This is an optimization exercise on Yosys and OpenROAD, whose aim is small area, a short achievable clock period and few clock cycles per item, not a production implementation.
Function was checked by simulation only, so behaviour that the tests miss may differ from the original.
Power figures rest on the tool's default switching activity, not on a simulated workload.

## int8_vector_l2_norm
module int8_vector_l2_norm
(
  input  logic        clk_i,
  input  logic        rst_ni,
  input  logic        in_valid,
  output logic        in_ready,
  input  logic [7:0]  in_sample_0,
  input  logic [7:0]  in_sample_1,
  input  logic [7:0]  in_sample_2,
  input  logic [7:0]  in_sample_3,
  input  logic [7:0]  in_sample_4,
  input  logic [7:0]  in_sample_5,
  input  logic [7:0]  in_sample_6,
  input  logic [7:0]  in_sample_7,
  input  logic [3:0]  in_lane_count,
  input  logic        in_last,
  output logic        out_valid,
  input  logic        out_ready,
  output logic [38:0] out_sum_of_squares,
  output logic [27:0] out_norm_fixed,
  output logic        out_overflow
);
For scale: about 2700 cells after synthesis, about 440 flip-flops, about 140 I/O pins, ~26000 sq um of cells after synthesis.
==> flow/config.mk <==
export PLATFORM = sky130hd
export DESIGN_NAME = int8_vector_l2_norm
export DESIGN_NICKNAME = int8_vector_l2_norm
export VERILOG_FILES = /design/flow/design.v
export SDC_FILE = /design/flow/constraint.sdc
export NUM_CORES = 4
export LEC_CHECK = 0
export CAP_MARGIN = 20
export CORE_MARGIN = 2
export CORE_UTILIZATION = 60
export SETUP_SLACK_MARGIN = 3.8
export SLEW_MARGIN = 20
==> flow/constraint.sdc <==
create_clock -name core_clock -period 6.5 [get_ports {clk_i}]
set_input_delay 1.3000 -clock core_clock [delete_from_list [all_inputs] [get_ports {clk_i}]]
set_output_delay 1.3000 -clock core_clock [all_outputs]
set_load 0.01 [all_outputs]
run.sh (not shown) runs the stock make flow with config.mk's settings and CLKGATE_MAP_FILE= SYNTH_SCRIPT=/design/flow/synth_recipe.tcl, a recipe that flattens the netlist after the stock synthesis.
The starting point finished with timing, DRC and antenna clean.
Testbench counts at the start, summed over its fixed seeds: cycles 29,676, vectors 1,600.
Change:
Settings changed: SETUP_SLACK_MARGIN 3.8 to 3.5.
Result: The changed run finished clean; critical path depth shrinks by 2; synthesized cell count stays the same; non-clock buffer count falls by 82; die area is unchanged; wire length went down by 7.2%; hold slack is about the same; area after synthesis does not change; clock power drops by about 2%; via count shrinks by 3.7%; setup slack improved by 0.0097 ns.

========
Another version of the RTL of int8_vector_l2_norm (not shown whole).
Size: roughly 2,500 cells after synthesis, roughly 440 flip-flops.
Settings: LEC_CHECK=0, CAP_MARGIN=20, CORE_MARGIN=2, CORE_UTILIZATION=60, CTS_BUF_LIST=sky130_fd_sc_hd__clkbuf_8, SETUP_SLACK_MARGIN=4.2, SLEW_MARGIN=20, SYNTH_HIERARCHICAL=1, SYNTH_MINIMUM_KEEP_SIZE=0; clock period 6.5 ns.
standard.sh (not shown) runs the stock make flow with config.mk's settings and CLKGATE_MAP_FILE= SYNTH_SCRIPT=/design/flow/synth_recipe.tcl, a recipe that flattens the netlist after the stock synthesis.
==> flow/flow/run.sh <==
#!/bin/bash
# The standard layout (the standard.sh, unchanged synthesis and steps), with the port
# buffers that global placement inserts made from the plain buffer family (sky130_fd_sc_hd__buf_1,
# which repair may upsize) instead of the tool's default pick, a delay buffer.
set -euo pipefail
export BUFFER_PORTS_ARGS="-buffer_cell sky130_fd_sc_hd__buf_1"
bash standard.sh > standard.log 2>&1
Testbench counts at the start, summed over its fixed seeds: cycles 29,676, vectors 1,600.
Next try:
- SETUP_SLACK_MARGIN: 4.2 -> 3.8
After rerunning: Total power fell by 19%. Hold slack barely changes. Design area fell by 11%. Via count fell by 7.0%. Combinational power fell by 28%. Area after synthesis is unchanged. Sequential power fell by about 2%.

========
Setup of job 9166:
Another version of the RTL of int8_vector_l2_norm (not shown whole).
For scale: roughly 2500 cells after synthesis.
export LEC_CHECK = 0
export CAP_MARGIN = 20
export CORE_MARGIN = 2
export CORE_UTILIZATION = 60
export CTS_BUF_LIST = sky130_fd_sc_hd__clkbuf_8
export SETUP_SLACK_MARGIN = 3.5
export SLEW_MARGIN = 20
export SYNTH_HIERARCHICAL = 1
export SYNTH_MINIMUM_KEEP_SIZE = 0
create_clock -name core_clock -period 6.5 [get_ports {clk_i}]
Scripts as last shown in full above: flow/flow/run.sh
Testbench counts of job 9166, summed over its fixed seeds: cycles 29,676, vectors 1,600.
#### Input delta (job 9969 over job 9166)
Settings: SETUP_SLACK_MARGIN now 3.8, was 3.5.
[summary]
Job 9969 was carried through to the last stage, and its layout satisfied the timing, design-rule and antenna checks. Compared with job 9166, in job 9969 worst setup slack higher, routed wire length rose 3.0%, total via count after detailed routing higher. Highest metal layer with signal wires = met5: job 9166; highest metal layer with signal wires = met4: job 9969. Destination of the critical timing path: u_merge.acc_q[26] -> job 9969, u_sqrt.rem_q[1] -> job 9166.

========
run A:
int8_vector_l2_norm, a different RTL version from the one above (not shown whole).
For scale: about 450 flip-flops, ~140 I/O pins, ~0.025 sq mm of cells after synthesis.
Design int8_vector_l2_norm, start of the top module:
module int8_vector_l2_norm
(
  input  logic        clk_i,
  input  logic        rst_ni,
  input  logic        in_valid,
  output logic        in_ready,
  input  logic [7:0]  in_sample_0,
  input  logic [7:0]  in_sample_1,
  input  logic [7:0]  in_sample_2,
  input  logic [7:0]  in_sample_3,
  input  logic [7:0]  in_sample_4,
  input  logic [7:0]  in_sample_5,
  input  logic [7:0]  in_sample_6,
  input  logic [7:0]  in_sample_7,
  input  logic [3:0]  in_lane_count,
  input  logic        in_last,
  output logic        out_valid,
  input  logic        out_ready,
  output logic [38:0] out_sum_of_squares,
  output logic [27:0] out_norm_fixed,
  output logic        out_overflow
);
==> flow/config.mk <==
export PLATFORM = sky130hd
export DESIGN_NAME = int8_vector_l2_norm
export DESIGN_NICKNAME = int8_vector_l2_norm
export VERILOG_FILES = /design/flow/design.v
export SDC_FILE = /design/flow/constraint.sdc
export NUM_CORES = 4
export LEC_CHECK = 0
export CAP_MARGIN = 20
export CORE_MARGIN = 2
export CORE_UTILIZATION = 60
export CTS_BUF_LIST = sky130_fd_sc_hd__clkbuf_8
export SETUP_SLACK_MARGIN = 3.8
export SLEW_MARGIN = 20
export SYNTH_HIERARCHICAL = 1
export SYNTH_MINIMUM_KEEP_SIZE = 0
export TNS_END_PERCENT = 20
==> flow/constraint.sdc <==
create_clock -name core_clock -period 6.5 [get_ports {clk_i}]
set_input_delay 1.3000 -clock core_clock [delete_from_list [all_inputs] [get_ports {clk_i}]]
set_output_delay 1.3000 -clock core_clock [all_outputs]
set_load 0.01 [all_outputs]
Scripts as last shown in full above: flow/flow/run.sh
Testbench counts of run A, summed over its fixed seeds: cycles 29,715, vectors 1,600.
> inputs changed (run A -> run B)
- clearing TNS_END_PERCENT, which used to be 20
- swapping 3.8 for 4.0 in SETUP_SLACK_MARGIN
## What came out
- Measured against run B, the first-iteration DRC count of run A comes out at 0.891 times the reference value.
- Run B against run A: static leakage went up about 7%; detailed-routed wire length on met2 went down 0.46%.
What run C does differently from run B at the input level:
- SETUP_SLACK_MARGIN: 4.0 -> 3.8
- CORE_UTILIZATION: 60 -> 70
- Run C: full flow OK, the timing, design-rule and antenna checks passed
- On relative contribution of the clock network to total power, run B and run C are neck and neck.
- Area of the die went down by more than 10% going from run B to run C.
- Part of the power in combinational logic in run C is 1.8 points below run B.
- Going from run B to run C, routing usage on met3 moved up, register cell area after layout moved down, sequential power share moved up, wire length of the first global-routing pass moved down, aggregate global routing overflow level.
- Net count of the finished layout ended up 95 lower on run C than on run B.
- Critical-path cell with the highest stage delay: sky130_fd_sc_hd__fa_1 -> run B, sky130_fd_sc_hd__or4_1 -> run C
The inputs of run D differ from those of run C as listed below.
- a change of CORE_UTILIZATION from 70 to 60
Findings:
- Across run D and run C, none had a timing, DRC or antenna violation.
- Of the two values seen for master of the slowest instance on the critical path, sky130_fd_sc_hd__or4_1 was produced by run C and sky130_fd_sc_hd__fa_2 by run D.
- Source of the critical timing path: u_sqrt.rem_q[28]$_SDFF_PP0_ -> run C, a_mag_q[4]$_SDFF_PP0_ -> run D
- In run D relative to run C, final RePlAce weighted congestion had gone down by a few percent.
- [compare] base=run C new=run D: total routing usage reported by global routing went down by 4.4 points; met1 layer usage reported by global route fell by 6.2 points.

========
build 80:
int8_vector_l2_norm again, from the RTL that the note above started with.
// int8_vector_l2_norm
module int8_vector_l2_norm
(
  input  logic        clk_i,
  input  logic        rst_ni,
  input  logic        in_valid,
  output logic        in_ready,
  input  logic [7:0]  in_sample_0,
  input  logic [7:0]  in_sample_1,
  input  logic [7:0]  in_sample_2,
  input  logic [7:0]  in_sample_3,
  input  logic [7:0]  in_sample_4,
  input  logic [7:0]  in_sample_5,
  input  logic [7:0]  in_sample_6,
  input  logic [7:0]  in_sample_7,
  input  logic [3:0]  in_lane_count,
  input  logic        in_last,
  output logic        out_valid,
  input  logic        out_ready,
  output logic [38:0] out_sum_of_squares,
  output logic [27:0] out_norm_fixed,
  output logic        out_overflow
);
Settings: LEC_CHECK=0, CAP_MARGIN=20, CORE_MARGIN=2, CORE_UTILIZATION=60, CTS_BUF_LIST=sky130_fd_sc_hd__clkbuf_16, CTS_CLUSTER_SIZE=40, SETUP_SLACK_MARGIN=3.8, SLEW_MARGIN=20, SYNTH_HIERARCHICAL=1, SYNTH_MINIMUM_KEEP_SIZE=0; clock period 6.5 ns.
Scripts as last shown in full above: flow/flow/run.sh
Testbench counts of build 80, summed over its fixed seeds: cycles 29,715, vectors 1,600.
Modified inputs, build 85 compared to build 80
Settings: a deleted CTS_CLUSTER_SIZE that had been 40; a change of CTS_BUF_LIST from sky130_fd_sc_hd__clkbuf_16 to sky130_fd_sc_hd__clkbuf_8; a change of SETUP_SLACK_MARGIN from 3.8 to 3.5.
Results
Build 85 completed end to end with timing, DRC and antenna clean. The static power due to leakage in build 85 was lower than what build 80 gave. Lower global-route met3 utilization among build 80 and build 85: build 80. In the metrics for build 80 and build 85, the one carrying the lower setup slack is build 85. Sequential power: build 85 vs build 80 — no meaningful difference. Build 85 reports a lower fraction of final layout cells sized beyond drive strength 1 than build 80 does. Build 80 vs build 85, end point of the critical path: u_sqrt.rem_q[28]$_SDFF_PP0_ vs u_lane.st1_q[11]$_DFF_P_.
> inputs changed (build 85 -> build 52)
Settings: changing SETUP_SLACK_MARGIN from 3.5 to 3.7.
==> comparison <==
- Non-clock buffer count in the final layout (higher): build 52
- The clock share of power in build 52 sits 0.6 points below the value recorded for build 85.
- Summary of build 52 over build 85: final instance area climbed 160 sq um, area used by multi-input combinational logic climbed about 0.6%, leakage power barely changed.

## separate check: timing with driven ports
No port has a modelled driver above. Below, the same layouts with a new extraction and two added sets of constraints.
Step 1 sets driving cells, clkbuf_16 on the clock port and buf_2 on the other inputs (assumed; they add their load-dependent delay and slew).
Step 2, shift: input delay + t, output delay - t, t = (earliest + latest rising clock arrival at the registers) / 2. This alone moves slack from input paths to output paths.
a / b / c = ideal ports / drivers / drivers and shift; a / b = the first two.
| run | t (ns) | setup slack, ns | hold slack, ns | slew at the worst register clock pin (ns) | worst slew at a driven data input, ns |
|---|---|---|---|---|---|
| the first run of note 1 | 0.643 | 2.976 / 2.976 / 2.976 | 0.324 / 0.324 / 0.324 | 0.06 / 0.06 | 0.04 |
| the second run of note 1 | 0.635 | 2.985 / 2.985 / 2.985 | 0.323 / 0.323 / 0.323 | 0.06 / 0.06 | 0.04 |
| the first run of note 2 | 0.704 | 3.739 / 3.739 / 3.623 | 0.322 / 0.322 / 0.322 | 0.07 / 0.07 | 0.05 |
| the second run of note 2 | 0.676 | 3.624 / 3.624 / 3.283 | 0.324 / 0.324 / 0.324 | 0.06 / 0.06 | 0.04 |
| job 9166 | 0.693 | 3.547 / 3.547 / 3.202 | 0.323 / 0.323 / 0.323 | 0.07 / 0.07 | 0.04 |
| job 9969 | 0.695 | 3.777 / 3.776 / 3.327 | 0.315 / 0.315 / 0.315 | 0.07 / 0.07 | 0.06 |
| run A | 0.699 | 3.769 / 3.719 / 3.181 | 0.323 / 0.323 / 0.323 | 0.06 / 0.06 | 0.07 |
| run B | 0.700 | 3.757 / 3.757 / 3.403 | 0.313 / 0.313 / 0.313 | 0.07 / 0.07 | 0.05 |
| run C | 0.677 | 3.738 / 3.695 / 3.348 | 0.324 / 0.324 / 0.324 | 0.07 / 0.07 | 0.04 |
| run D | 0.695 | 3.813 / 3.813 / 3.277 | 0.324 / 0.324 / 0.324 | 0.07 / 0.07 | 0.07 |
| build 80 | 0.641 | 3.800 / 3.800 / 3.322 | 0.325 / 0.325 / 0.325 | 0.07 / 0.07 | 0.08 |
| build 85 | 0.693 | 3.599 / 3.599 / 3.017 | 0.325 / 0.325 / 0.325 | 0.08 / 0.08 | 0.08 |
| build 52 | 0.696 | 3.764 / 3.764 / 3.247 | 0.324 / 0.324 / 0.324 | 0.06 / 0.06 | 0.08 |
After both steps setup and hold are still met in every run listed. The setup slack of run A, which loses most, moves by -0.050 ns with the drivers and by -0.588 ns with both steps.
